This design comes from an exercise in tuning for small area, a short achievable clock period and few clock cycles per item on the open sky130 flow, not from production work.
Only simulation tests tie the RTL to the original design; equivalence was not proved.

==> flow/design.v, too long to show whole: its modules and the start of the top module <==
// module pli_det: 3430 lines
// module pli_scale: 1028 lines
// module pli_div: 33 lines
// module polyline_line_intersection: 290 lines
module polyline_line_intersection #(
  parameter int unsigned MAX_SEGMENTS  = 65536,
  parameter int unsigned FRACTION_BITS = 16
) (
  input  logic               clk,
  input  logic               rst,
  input  logic               cfg_valid,
  output logic               cfg_ready,
  input  logic [1:0]         cfg_index,
  input  logic [31:0]        cfg_data,
  input  logic               pin_valid,
  output logic               pin_ready,
  input  logic signed [31:0] pin_point_x,
  input  logic signed [31:0] pin_point_y,
  input  logic               pin_first_point,
  input  logic               pin_final_point,
  output logic               rout_valid,
  input  logic               rout_ready,
  output logic               rout_hit,
  output logic [15:0]        rout_segment_index,
  output logic [16:0]        rout_fraction,
  output logic signed [31:0] rout_cross_x,
  output logic signed [31:0] rout_cross_y,
  output logic               rout_list_end
);
  // ...
==> flow/run.sh <==
#!/bin/bash
# synth_recipe.tcl (not shown) runs the flow's synth.tcl, then flattens the netlist and writes it again
# the make line also repeats each setting of config.mk as NAME=value (left out here)
make -C /OpenROAD-flow-scripts/flow DESIGN_CONFIG=/design/flow/config.mk WORK_HOME=/design/flow/orfs CLKGATE_MAP_FILE= SYNTH_SCRIPT=/design/flow/synth_recipe.tcl finish
==> flow/config.mk <==
export PLATFORM = sky130hd
export DESIGN_NAME = polyline_line_intersection
export DESIGN_NICKNAME = polyline_line_intersection
export VERILOG_FILES = /design/flow/design.v
export SDC_FILE = /design/flow/constraint.sdc
export NUM_CORES = 4
export LEC_CHECK = 0
export ABC_AREA = 1
export CAP_MARGIN = 40
export CORE_MARGIN = 2
export CORE_UTILIZATION = 35
export PLACE_DENSITY = 0.5
export SLEW_MARGIN = 30
==> flow/constraint.sdc <==
create_clock -name core_clock -period 11.0 [get_ports {clk}]
set_input_delay 2.2000 -clock core_clock [delete_from_list [all_inputs] [get_ports {clk}]]
set_output_delay 2.2000 -clock core_clock [all_outputs]
set_load 0.01 [all_outputs]
==> impl_summary.log, run 1 <==
[metrics] Hold Path Origin: c_y1[100]
[metrics] post-route fraction of the period consumed by the critical path: 0.9493
[metrics] last weighted congestion value of the routability-driven placer: 1.067
[metrics] clock tree from TritonCTS: yes
[metrics] final hold violation count: 0
[metrics] asr flop ratio synth: 0
[metrics] warning count from the yosys run: 5
[metrics] Clock Tree Buf Depth: 4
[metrics] CTS Root Buffer Type: clkbuf_16
[metrics] Routed met1 length: 573400 um
[metrics] number of distinct library cell variants in the gate-level netlist after synthesis: 73
[metrics] Overall Global Routing Usage: 0.3160
[metrics] final core area utilization: 0.3887
[metrics] synthesized netlist net count: 40930
[metrics] synthesized area: 301200 um2
[metrics] routed wire length on met2: 592300 um
[metrics] simple-gate portion of the synthesized area: 0.1038
[metrics] Non-clock inverters: 6386
[metrics] worst reg-to-reg path cell count: 54
[metrics] count of final max-slew check failures: 0
[metrics] Non-Filler Instances: 47020
[metrics] largest fanout on the critical path: 49
[metrics] first-pass GRT wire length: 1989000 um
[metrics] worst min path class: register to register
[metrics] Antenna Nets Post-Route: 0
[metrics] Worst path top cell family by delay: compound AO/OA/AOI/OAI gates
[metrics] area overhead of the layout relative to synthesis: 10.68%
[metrics] instance area after placement: 321800 um2
[metrics] crit path DAT: 11.23 ns
[metrics] Ant. Diodes: 163
[metrics] hold bufs inserted after CTS: 0
[metrics] height of the die: 931.7 um
[metrics] share of cell area taken by multi-input logic gates: 0.6118
[metrics] number of I/O pins: 207
[metrics] Hold Path Stages: 0
[metrics] Net count, final: 40720
[metrics] I/O Buffers: 206
[metrics] clock network latency to the later pin of the worst-skew pair: 1.15 ns
[metrics] wire length on met3: 143800 um
[metrics] status: complete, no violations
Testbench counts, summed over its fixed seeds: cycles 3,582, vertices 3,200.
==> module polyline_line_intersection, before the edit <==
module polyline_line_intersection #(
  parameter int unsigned MAX_SEGMENTS  = 65536,
  parameter int unsigned FRACTION_BITS = 16
) (
  input  logic               clk,
  input  logic               rst,
  input  logic               cfg_valid,
  output logic               cfg_ready,
  input  logic [1:0]         cfg_index,
  input  logic [31:0]        cfg_data,
  input  logic               pin_valid,
  output logic               pin_ready,
  input  logic signed [31:0] pin_point_x,
  input  logic signed [31:0] pin_point_y,
  input  logic               pin_first_point,
  input  logic               pin_final_point,
  output logic               rout_valid,
  input  logic               rout_ready,
  output logic               rout_hit,
  output logic [15:0]        rout_segment_index,
  output logic [16:0]        rout_fraction,
  output logic signed [31:0] rout_cross_x,
  output logic signed [31:0] rout_cross_y,
  output logic               rout_list_end
);
  localparam int unsigned FW    = 66;               
  localparam int unsigned NDIV  = 4;                
  logic stall;
  assign stall     = rout_valid && !rout_ready;
  assign cfg_ready = !stall;
  logic signed [31:0] qsx, qsy, qex, qey;
  logic signed [32:0] dxa, dya;           
  logic               xsw, ysw, vq;       
  logic               dirty;              
  logic               cfg_go;
  assign cfg_go = cfg_valid && cfg_ready;
  always_ff @(posedge clk) begin
    if (rst) begin
      qsx <= '0; qsy <= '0; qex <= '0; qey <= '0;
      dxa <= '0; dya <= '0; xsw <= 1'b0; ysw <= 1'b0; vq <= 1'b1;
    end else begin
      if (cfg_go) begin
        unique case (cfg_index)
          pli_pkg::REG_QSX: qsx <= cfg_data;
          pli_pkg::REG_QSY: qsy <= cfg_data;
          pli_pkg::REG_QEX: qex <= cfg_data;
          pli_pkg::REG_QEY: qey <= cfg_data;
        endcase
      end
      dxa <= 33'(qex) - 33'(qsx);
      dya <= 33'(qey) - 33'(qsy);
      xsw <= qsx > qex;
      ysw <= qsy > qey;
      vq  <= (33'(qex) - 33'(qsx) < 33'sd7) && (33'(qex) - 33'(qsx) > -33'sd7);
    end
  end
  logic signed [31:0] qxmin, qxmax, qymin, qymax;
  assign qxmin = xsw ? qex : qsx;
  assign qxmax = xsw ? qsx : qex;
  assign qymin = ysw ? qey : qsy;
  assign qymax = ysw ? qsy : qey;
  logic signed [31:0] prev_x, prev_y;
  logic               have_prev;
  logic               acc, refresh;
  assign pin_ready = !stall && !dirty;
  assign acc       = pin_valid && pin_ready;
  assign refresh   = dirty && !stall && !cfg_go;
  always_ff @(posedge clk) begin
    if (rst) begin
      have_prev <= 1'b0;
      dirty     <= 1'b0;
    end else begin
      if (cfg_go) dirty <= 1'b1;
      else if (refresh) dirty <= 1'b0;
      if (acc) begin
        prev_x    <= pin_point_x;
        prev_y    <= pin_point_y;
        have_prev <= !pin_final_point;
      end
    end
  end
  logic               r0_v, r0_go, r0_bm;
  logic               r0_cv, r0_clast, r0_chit;
  logic signed [31:0] r0_cx0, r0_cy0;
  logic signed [32:0] r0_cdxb, r0_cdyb;
  logic signed [32:0] r0_ux, r0_uy;
  logic signed [31:0] sx, sy;
  assign sx = dirty ? prev_x : pin_point_x;
  assign sy = dirty ? prev_y : pin_point_y;
  always_ff @(posedge clk) begin
    if (rst) begin
      r0_v <= 1'b0;
      r0_cv <= 1'b0;
    end else if (!stall) begin
      r0_v     <= acc || refresh;
      r0_cv   <= acc;
      r0_go    <= have_prev && !pin_first_point;
      r0_clast <= pin_final_point;
      r0_cx0  <= prev_x;
      r0_cy0  <= prev_y;
      r0_cdxb <= 33'(pin_point_x) - 33'(prev_x);
      r0_cdyb <= 33'(pin_point_y) - 33'(prev_y);
      r0_ux    <= 33'(sx) - 33'(qsx);
      r0_uy    <= 33'(sy) - 33'(qsy);
      r0_bm    <= (pin_point_x > qxmax && prev_x > qxmax) || (pin_point_x < qxmin && prev_x < qxmin) ||
                  (pin_point_y > qymax && prev_y > qymax) || (pin_point_y < qymin && prev_y < qymin);
    end
  end
  logic signed [32:0] ux0, uy0;
  logic [FW-1:0]      f1, t1;
  pli_det u_f (.a(r0_ux), .b(r0_uy), .ra(dya), .rb(dxa), .p(f1));
  pli_det u_t (.a(r0_uy), .b(r0_ux), .ra(ux0), .rb(uy0), .p(t1));
  always_ff @(posedge clk) begin
    if (!stall && r0_v) begin
      ux0 <= r0_ux;
      uy0 <= r0_uy;
    end
  end
  logic signed [32:0] nv, dv, elo, ehi, ylo, yhi;
  logic               vb, hv;
  logic [32:0]        anv, adv;
  always_comb begin
    vb  = (r0_cdxb < 33'sd7) && (r0_cdxb > -33'sd7);
    elo = 33'(qymin) - 33'(r0_cy0);
    ehi = 33'(qymax) - 33'(r0_cy0);
    ylo = (r0_cdyb < 0) ? r0_cdyb : 33'sd0;      
    yhi = (r0_cdyb < 0) ? 33'sd0 : r0_cdyb;      
    if (elo > ylo) ylo = elo;
    if (ehi < yhi) yhi = ehi;
    if (vb) begin
      nv = ylo;
      dv = r0_cdyb;
    end else begin
      nv = 33'(qsx) - 33'(r0_cx0);
      dv = r0_cdxb;
    end
    anv = nv[32] ? 33'(-nv) : 33'(nv);
    adv = dv[32] ? 33'(-dv) : 33'(dv);
    if (vb) hv = ylo < yhi;
    else hv = (dv != 0) && ((nv == 0) || ((nv[32] == dv[32]) && (anv <= adv)));
  end
  logic               r1_v, r1_go, r1_bm, r1_vq, r1_hv, r1_ev;
  logic               r1_cv, r1_clast;
  logic signed [31:0] r1_cx1, r1_cy1;
  logic [FW-1:0]      r1_p, r1_t;
  always_ff @(posedge clk) begin
    if (rst) begin
      r1_v <= 1'b0;
      r1_cv <= 1'b0;
    end else if (!stall) begin
      r1_v  <= r0_v;
      r1_cv    <= r0_cv;
      r1_clast <= r0_clast;
      r1_cx1   <= 32'(r0_cx0 + r0_cdxb);
      r1_cy1   <= 32'(r0_cy0 + r0_cdyb);
      r1_go <= r0_go;
      r1_bm <= r0_bm;
      r1_vq <= vq;
      r1_hv <= hv;
      r1_ev <= anv == adv;
      r1_p  <= vq ? FW'(anv) : f1;
      r1_t  <= vq ? FW'(adv) : t1;
    end
  end
  logic [FW-1:0] af0;           
  logic          sg0, z0;       
  logic          s1, z1, st, zt, hn, dpos, it, hit2;
  logic [FW-1:0] af1, dd, a2, d2;
  logic [FW+1:0] e;
  always_comb begin
    s1   = r1_p[FW-1];
    z1   = r1_p == '0;
    st   = r1_t[FW-1];
    zt   = r1_t == '0;
    af1  = (r1_p ^ {FW{s1}}) + FW'(s1);
    dd   = af0 + (r1_p ^ {FW{s1}}) + FW'(s1);
    hn   = !(z0 && z1) && (z0 || z1 || (sg0 != s1));
    dpos = (!sg0 && !z0) || s1;
    e    = {2'b00, r1_t ^ {FW{st}}} + ~{2'b00, af0} + ~{2'b00, r1_p ^ {FW{s1}}} +
           (FW+2)'(st) + (FW+2)'(!s1);
    it   = zt || ((st == !dpos) && e[FW+1]);
    hit2 = r1_cv && r1_go && !r1_bm && (r1_vq ? r1_hv : (hn && it));
    a2   = r1_vq ? r1_p : af0;
    d2   = r1_vq ? r1_t : dd;
  end
  logic [64:0] nm;
  logic [66:0] an, dn;
  always_comb begin
    nm = r1_vq ? r1_t[64:0] : (af0[64:0] | (r1_p[64:0] ^ {65{s1}}) | 65'(s1));
    an = {1'b0, a2};
    dn = {1'b0, d2};
    for (int k = 6; k >= 0; k--) begin
      if ((nm >> (65 - (1 << k))) == '0) begin
        nm = nm << (1 << k);
        an = an << (1 << k);
        dn = dn << (1 << k);
      end
    end
  end
  always_ff @(posedge clk) begin
    if (!stall && r1_v) begin
      af0 <= af1;
      sg0 <= s1;
      z0  <= z1;
    end
  end
  logic [NDIV:0][69:0]   dv_ws, dv_wc;
  logic [NDIV:0][66:0]   dv_d;
  logic [NDIV:0][16:0]   dv_p, dv_n;
  logic [NDIV:0]         c_v, c_last, c_hit;
  logic [NDIV:0]         c_go;            
  logic [NDIV:0][31:0]   c_x1, c_y1;      
  always_ff @(posedge clk) begin
    if (rst) begin
      c_v[0] <= 1'b0;
    end else if (!stall) begin
      c_v[0]    <= r1_cv;
      c_last[0] <= r1_clast;
      c_hit[0]  <= hit2;
      c_go[0]   <= r1_go;
      c_x1[0]   <= r1_cx1;
      c_y1[0]   <= r1_cy1;
      dv_ws[0]  <= {3'b000, an};
      dv_wc[0]  <= '0;
      dv_d[0]   <= dn;
      dv_p[0]   <= '0;
      dv_n[0]   <= '0;
    end
  end
  for (genvar k = 0; k < NDIV; k++) begin : g_div
    localparam int unsigned KK   = (k == 0) ? 5 : 4;
    localparam int unsigned DONE = (k == 0) ? 5 : 5 + 4 * k;
    logic [69:0]    ws, wc;
    logic [KK-1:0]  qp, qn;
    pli_div #(.K(KK)) u_div (.ws_in(dv_ws[k]), .wc_in(dv_wc[k]), .d(dv_d[k]),
                             .ws_out(ws), .wc_out(wc), .qp(qp), .qn(qn));
    always_ff @(posedge clk) begin
      if (rst) begin
        c_v[k+1] <= 1'b0;
      end else if (!stall) begin
        c_v[k+1]    <= c_v[k];
        c_last[k+1] <= c_last[k];
        c_hit[k+1]  <= c_hit[k];
        c_go[k+1]   <= c_go[k];
        c_x1[k+1]   <= c_x1[k];
        c_y1[k+1]   <= c_y1[k];
        dv_ws[k+1]  <= ws;
        dv_wc[k+1]  <= wc;
        dv_d[k+1]   <= dv_d[k];
        dv_p[k+1]   <= dv_p[k] | (17'(qp) << (17 - DONE));
        dv_n[k+1]   <= dv_n[k] | (17'(qn) << (17 - DONE));
      end
    end
  end
  logic [69:0] wsum;
  logic [16:0] qd, qf;
  assign wsum = dv_ws[NDIV] + dv_wc[NDIV];
  assign qd   = dv_p[NDIV] - dv_n[NDIV];
  assign qf   = qd - 17'(wsum[69]);
  logic [31:0] cx, cy;
  logic [31:0] lx, ly;
  logic [32:0] sdx, sdy;
  logic [15:0] seg_cnt;
  always_ff @(posedge clk) begin
    if (rst) begin
      seg_cnt <= '0;
    end else if (!stall && c_v[NDIV]) begin
      lx <= c_x1[NDIV];
      ly <= c_y1[NDIV];
      seg_cnt <= c_go[NDIV] ? seg_cnt + 1'b1 : '0;
    end
  end
  assign sdx = {c_x1[NDIV][31], c_x1[NDIV]} - {lx[31], lx};
  assign sdy = {c_y1[NDIV][31], c_y1[NDIV]} - {ly[31], ly};
  pli_scale u_sx (.m(sdx), .q(qd), .sub(wsum[69]), .base(lx), .o(cx));
  pli_scale u_sy (.m(sdy), .q(qd), .sub(wsum[69]), .base(ly), .o(cy));
  always_ff @(posedge clk) begin
    if (rst) begin
      rout_valid <= 1'b0;
    end else if (!stall) begin
      rout_valid         <= c_v[NDIV] && (c_hit[NDIV] || c_last[NDIV]);
      rout_hit           <= c_hit[NDIV];
      rout_list_end      <= c_last[NDIV];
      rout_segment_index <= c_hit[NDIV] ? seg_cnt : '0;
      rout_fraction      <= c_hit[NDIV] ? qf : '0;
      rout_cross_x       <= c_hit[NDIV] ? cx : '0;
      rout_cross_y       <= c_hit[NDIV] ? cy : '0;
    end
  end
endmodule
==> run 2, diff against run 1 <==
--- a/flow/design.v
+++ b/flow/design.v
@@ -4582,8 +4582,6 @@
   end
   logic               r0_v, r0_go, r0_bm;
   logic               r0_cv, r0_clast, r0_chit;
-  logic signed [31:0] r0_cx0, r0_cy0;
-  logic signed [32:0] r0_cdxb, r0_cdyb;
   logic signed [32:0] r0_ux, r0_uy;
   logic signed [31:0] sx, sy;
   assign sx = dirty ? prev_x : pin_point_x;
@@ -4597,10 +4595,6 @@
       r0_cv   <= acc;
       r0_go    <= have_prev && !pin_first_point;
       r0_clast <= pin_final_point;
-      r0_cx0  <= prev_x;
-      r0_cy0  <= prev_y;
-      r0_cdxb <= 33'(pin_point_x) - 33'(prev_x);
-      r0_cdyb <= 33'(pin_point_y) - 33'(prev_y);
       r0_ux    <= 33'(sx) - 33'(qsx);
       r0_uy    <= 33'(sy) - 33'(qsy);
       r0_bm    <= (pin_point_x > qxmax && prev_x > qxmax) || (pin_point_x < qxmin && prev_x < qxmin) ||
@@ -4617,13 +4611,16 @@
       uy0 <= r0_uy;
     end
   end
+  logic signed [32:0] r0_cdxb, r0_cdyb;
+  assign r0_cdxb = r0_ux - ux0;
+  assign r0_cdyb = r0_uy - uy0;
   logic signed [32:0] nv, dv, elo, ehi, ylo, yhi;
   logic               vb, hv;
   logic [32:0]        anv, adv;
   always_comb begin
     vb  = (r0_cdxb < 33'sd7) && (r0_cdxb > -33'sd7);
-    elo = 33'(qymin) - 33'(r0_cy0);
-    ehi = 33'(qymax) - 33'(r0_cy0);
+    elo = (ysw ? dya : 33'sd0) - uy0;              
+    ehi = (ysw ? 33'sd0 : dya) - uy0;              
     ylo = (r0_cdyb < 0) ? r0_cdyb : 33'sd0;      
     yhi = (r0_cdyb < 0) ? 33'sd0 : r0_cdyb;      
     if (elo > ylo) ylo = elo;
@@ -4632,7 +4629,7 @@
       nv = ylo;
       dv = r0_cdyb;
     end else begin
-      nv = 33'(qsx) - 33'(r0_cx0);
+      nv = -ux0;                                   
       dv = r0_cdxb;
     end
     anv = nv[32] ? 33'(-nv) : 33'(nv);
@@ -4652,8 +4649,8 @@
       r1_v  <= r0_v;
       r1_cv    <= r0_cv;
       r1_clast <= r0_clast;
-      r1_cx1   <= 32'(r0_cx0 + r0_cdxb);
-      r1_cy1   <= 32'(r0_cy0 + r0_cdyb);
+      r1_cx1   <= 32'(r0_ux + 33'(qsx));
+      r1_cy1   <= 32'(r0_uy + 33'(qsy));
       r1_go <= r0_go;
       r1_bm <= r0_bm;
       r1_vq <= vq;
@@ -4685,18 +4682,14 @@
     d2   = r1_vq ? r1_t : dd;
   end
   logic [64:0] nm;
+  logic [6:0]  lz;
   logic [66:0] an, dn;
   always_comb begin
     nm = r1_vq ? r1_t[64:0] : (af0[64:0] | (r1_p[64:0] ^ {65{s1}}) | 65'(s1));
-    an = {1'b0, a2};
-    dn = {1'b0, d2};
-    for (int k = 6; k >= 0; k--) begin
-      if ((nm >> (65 - (1 << k))) == '0) begin
-        nm = nm << (1 << k);
-        an = an << (1 << k);
-        dn = dn << (1 << k);
-      end
-    end
+    lz = '0;
+    for (int i = 0; i < 65; i++) if (nm[i]) lz = 7'(64 - i);
+    an = {1'b0, a2} << lz;
+    dn = {1'b0, d2} << lz;
   end
   always_ff @(posedge clk) begin
     if (!stall && r1_v) begin
--- a/flow/config.mk
+++ b/flow/config.mk
@@ -8,6 +8,6 @@
 export ABC_AREA = 1
 export CAP_MARGIN = 40
 export CORE_MARGIN = 2
-export CORE_UTILIZATION = 35
-export PLACE_DENSITY = 0.5
+export CORE_UTILIZATION = 30
+export PLACE_DENSITY = 0.45
 export SLEW_MARGIN = 30
==> run 2 against run 1 <==
Critical path depth fell by 10; final area fell by 2.5%; worst setup slack got worse by 0.22 ns; register-to-register slack got worse by 0.22 ns; hold slack improved by 0.014 ns; synthesized area fell by 4.9%; global-route usage fell by 4.1 points; synthesized cell count fell by 7.7%; critical path type unchanged.
==> impl_summary.log, run 2 <==
[metrics] clock network latency to the later pin of the worst-skew pair: 1.05 ns (-0.10 ns)
[metrics] Clock Skew: 0.1041 ns
[metrics] first drt pass iteration count: 27
[metrics] vias: 244600
[metrics] syn_area_per_cell: 8.780 um2
[metrics] synthesized area: 286600 um2 (-4.9%)
[metrics] cell repeated most along the worst path: nand2_1
[metrics] highest-count cells in the layout ignoring fill and taps: 5550 x inv_1, 3868 x nand2_1, 3797 x fa_1, 3097 x xor2_1, 2628 x o22ai_1
[metrics] clock tree from TritonCTS: yes
[metrics] stage delay of the slowest cell on the critical path: 0.68 ns
[metrics] maximum achievable frequency: 93.83 MHz
[metrics] synthesized netlist net count: 38200 (-6.7%)
[metrics] register cell area after layout: 62350 um2
[metrics] relative max-transition margin: 0.3386
[metrics] area of the multi-input gates: 197100 um2
[metrics] hold bufs inserted after CTS: 0 (unchanged)
[metrics] DRC violation count after routing: 0
[metrics] final hold violation count: 0 (unchanged)
[metrics] Overall Global Routing Usage: 0.2747 (-0.04125)
[metrics] deepest level of the CTS H-tree: 5
[metrics] Critical Path RT: 11.77 ns
[metrics] count of endpoints failing setup in the final report: 0
[metrics] number of distinct library cell variants in the gate-level netlist after synthesis: 79 (+8.2%)
[metrics] clock sink total: 2150
[metrics] Chip Width: 981.4 um
[metrics] Yosys top cell area share: 0.2658
[metrics] worst min-delay path endpoint: dv_n[59]
[metrics] Hold Path Stages: 0 (unchanged)
[metrics] floorplan core area: 954100 um2
[metrics] number of antenna violations at the first check in global routing: 130
[metrics] worst min path class: register to register
[metrics] crit path DAT: 11.43 ns (+0.20 ns)
[metrics] warning count from the yosys run: 5 (unchanged)
[metrics] Row Count: 359
[metrics] Crit Reg-Reg Startpoint: dya[1]
[metrics] Detailed Route WL: 1367000 um
[metrics] count of final max-slew check failures: 0 (unchanged)
[metrics] CTS Root Buffer Type: clkbuf_16
[metrics] unrepaired setup endpoints after global routing: true
[metrics] post-route fraction of the period consumed by the critical path: 0.9689 (+0.01957)
[metrics] Critical Path Source Type: register
[metrics] top cells by instance count after synthesis: 5587 x inv_1, 3912 x nand2_1, 3805 x fa_1, 3108 x xor2_1, 2628 x o22ai_1
[metrics] Worst R2R End: r1_hv
[metrics] Crit-path slowest cell: nor2_1
[metrics] half-perimeter wire length after detailed placement: 1103000 um
[metrics] gate count of the mapped netlist: 32640
[metrics] Antenna Nets Post-Route: 0 (unchanged)
[metrics] clock buffer count from CTS: 284
[metrics] grt ovf: 0
[metrics] final core area utilization: 0.3406 (-0.04814)
[metrics] fill count: 98920
[metrics] max-cap viol count: 0
[metrics] Net count, final: 38650 (-5.1%)
[metrics] Crit. End Element: register
[metrics] height of the die: 981.4 um (+5.3%)
[metrics] asr flop ratio synth: 0 (unchanged)
[metrics] number of I/O pins: 207 (unchanged)
[metrics] most repeated cell in the gate-level netlist after synthesis: inv_1
[metrics] number of enable-type register cells in the synthesized netlist: 1925
[metrics] most frequent standard cell in the layout excluding fill and tap cells: inv_1
[metrics] I/O Buffers: 206 (unchanged)
[metrics] clock period minus final worst setup slack: 10.66 ns
[metrics] number of storage elements in the synthesis netlist: 2150
[metrics] status: complete, no violations
[metrics] first-pass GRT wire length: 1908000 um (-4.1%)
[metrics] register bank with the most flops: dv_ws
[metrics] Hold Path Origin: dv_n[42]
[metrics] last weighted congestion value of the routability-driven placer: 1.032 (-3.3%)
[metrics] share of post-route cells with drive strength above 1: 0.08829
[metrics] Iter 0 DRT Violations: 25510
[metrics] largest net degree at the start of global routing: 153
[metrics] part of the Yosys area used for sequential elements: 0.2174
[metrics] Synth area leader: fa_1
[metrics] largest fanout on the critical path: 64 (+31%)
[metrics] vias in the first global route: 247400
[metrics] register-to-register path setup slack: 0.34 ns
[metrics] area overhead of the layout relative to synthesis: 13.38%
[metrics] Most used DFF post-synth: edfxtp_1
[metrics] Initial Utilization: 0.3004
[metrics] Largest register FFs: 343
[metrics] area of the die: 963100 um2
[metrics] Clk pin slew, worst setup/hold paths: 0.07 ns
[metrics] Clock Tree Buf Depth: 4 (unchanged)
[metrics] detailed-route vias per instance: 5.314
[metrics] start-to-end type of the worst setup path: register to register
[metrics] Routed wire per std cell: 29.70 um
[metrics] ranking of synthesized cells by area: fa_1 27%, edfxtp_1 20%, xor2_1 9.5%
[metrics] Slew @ Worst Pin: 0.9817 ns
[metrics] worst reg-to-reg path cell count: 44 (-19%)
run 2: cell count changes after synthesis, sizes merged, moves of 130 or more:
cell / previous run / this run
a21oi: 1872 / 1414
inv: 6274 / 5702
o21ai: 2797 / 2507
nor2: 1788 / 1184
nand2: 4836 / 3914
nand3: 516 / 1380
edfxtp: 2055 / 1925
run 2: worst max-delay path by stage:
stage | start | end | slack (ns) | cells past startpoint
floorplan | rst | c_v[0] | -18.73 | 4
global placement | r0_uy[0] | r1_hv | -0.52 | 72
global route | r0_uy[0] | r1_hv | -0.18 | 72
finish | dya[1] | r1_hv | 0.34 | 44
CTS | r0_uy[0] | r1_hv | 0.02 | 74
detailed placement | r0_uy[0] | r1_hv | -0.53 | 71
run 2: metal layers:
layer  routed length, um  track usage  vias to the layer above
li1                    -            -                   107800
met1              546600       0.3495                   123000
met2              614800       0.4391                    11080
met3              110700      0.05633                     2711
met4               94570       0.1486                       68
met5                 433            0                        -
run 2: timing repair:
item | in CTS | in global routing
pin swaps | 0 | 107
cloned | 2 | 18
buffers inserted | 3 | 52
resized for setup | 18 | 383
setup endpoints to repair | 85 | 582
run 2: cells by family (layout without fill, tap and decap cells):
group                    count (synthesis)  in the layout  synth area share
AO/OA/AOI/OAI                         7062           7063            0.1401
buffers and inverters                 7682           8361            0.1009
adder cells (fa/ha/maj)               5451           5451            0.3377
AND/OR/NAND/NOR                       6927           6928            0.1007
multiplexers                            20             20         0.0007510
other                                    0             75                 0
XOR/XNOR                              3349           3349            0.1024
flip-flops                            2150           2150            0.2174
run 2: layout make-up:
cell class / instances / share of cell area
Antenna cell: 75 / 0.0005776
Clock buffer: 351 / 0.02293
Clock inverter: 161 / 0.006539
Inverter: 5737 / 0.06642
Multi-Input combinational cell: 22810 / 0.6066
Sequential cell: 2150 / 0.1919
Tap cell: 12640 / 0.04865
Timing Repair Buffer: 2112 / 0.05645
run 2: stage by stage:
stage | std cells | TNS (ns) | instance area [um2] | setup WS (ns) | hold slack [ns]
floorplan | 32640 | - | 286600 | -18.73 | 0.4003
global placement | 45310 | -29.03 | 312400 | -0.5161 | 0.4013
detailed placement | 45350 | -1.084 | 313100 | -0.5329 | 0.4045
CTS | 45870 | 0 | 322800 | 0.02011 | 0.3622
global route | 45990 | -9.564 | 324800 | -0.1783 | 0.3633
finish | 46030 | 0 | 324900 | 0.3419 | 0.3862
run 2: worst max-delay path, delay by kind of cell, from the launching register on:
family                   cells  cell delay, ns
buffers and inverters        8            1.41
XOR/XNOR                     1            0.39
flip-flops                   1            0.35
AND/OR/NAND/NOR             15            3.02
AO/OA/AOI/OAI               16            4.05
adder cells (fa/ha/maj)      4            1.13
Testbench counts of run 2, summed over its fixed seeds: cycles 3,582, vertices 3,200.

## separate check: timing with driven ports
The flow's constraints put no driver on any port. The routed layouts listed below were extracted and timed again, unchanged, in two steps.
Step 1 (the two cells are an assumption about what drives the block):
set clk [get_ports {clk}]
set_driving_cell -lib_cell sky130_fd_sc_hd__clkbuf_16 $clk
set_driving_cell -lib_cell sky130_fd_sc_hd__buf_2 [delete_from_list [all_inputs] $clk]
Step 2, shift: input delay + t, output delay - t, t = (earliest + latest rising clock arrival at the registers) / 2. This alone moves slack from input paths to output paths.
Slacks: ideal ports / drivers / drivers and shift; pairs: ideal ports / drivers.
run | shift t [ns] | setup WS [ns] | cell pins on the clock port's net
run 1 | 1.220 | 0.557 / 0.557 / 0.557 | 1
run 2 | 1.167 | 0.342 / 0.342 / 0.342 | 1
After both steps setup and hold are still met in every run listed.
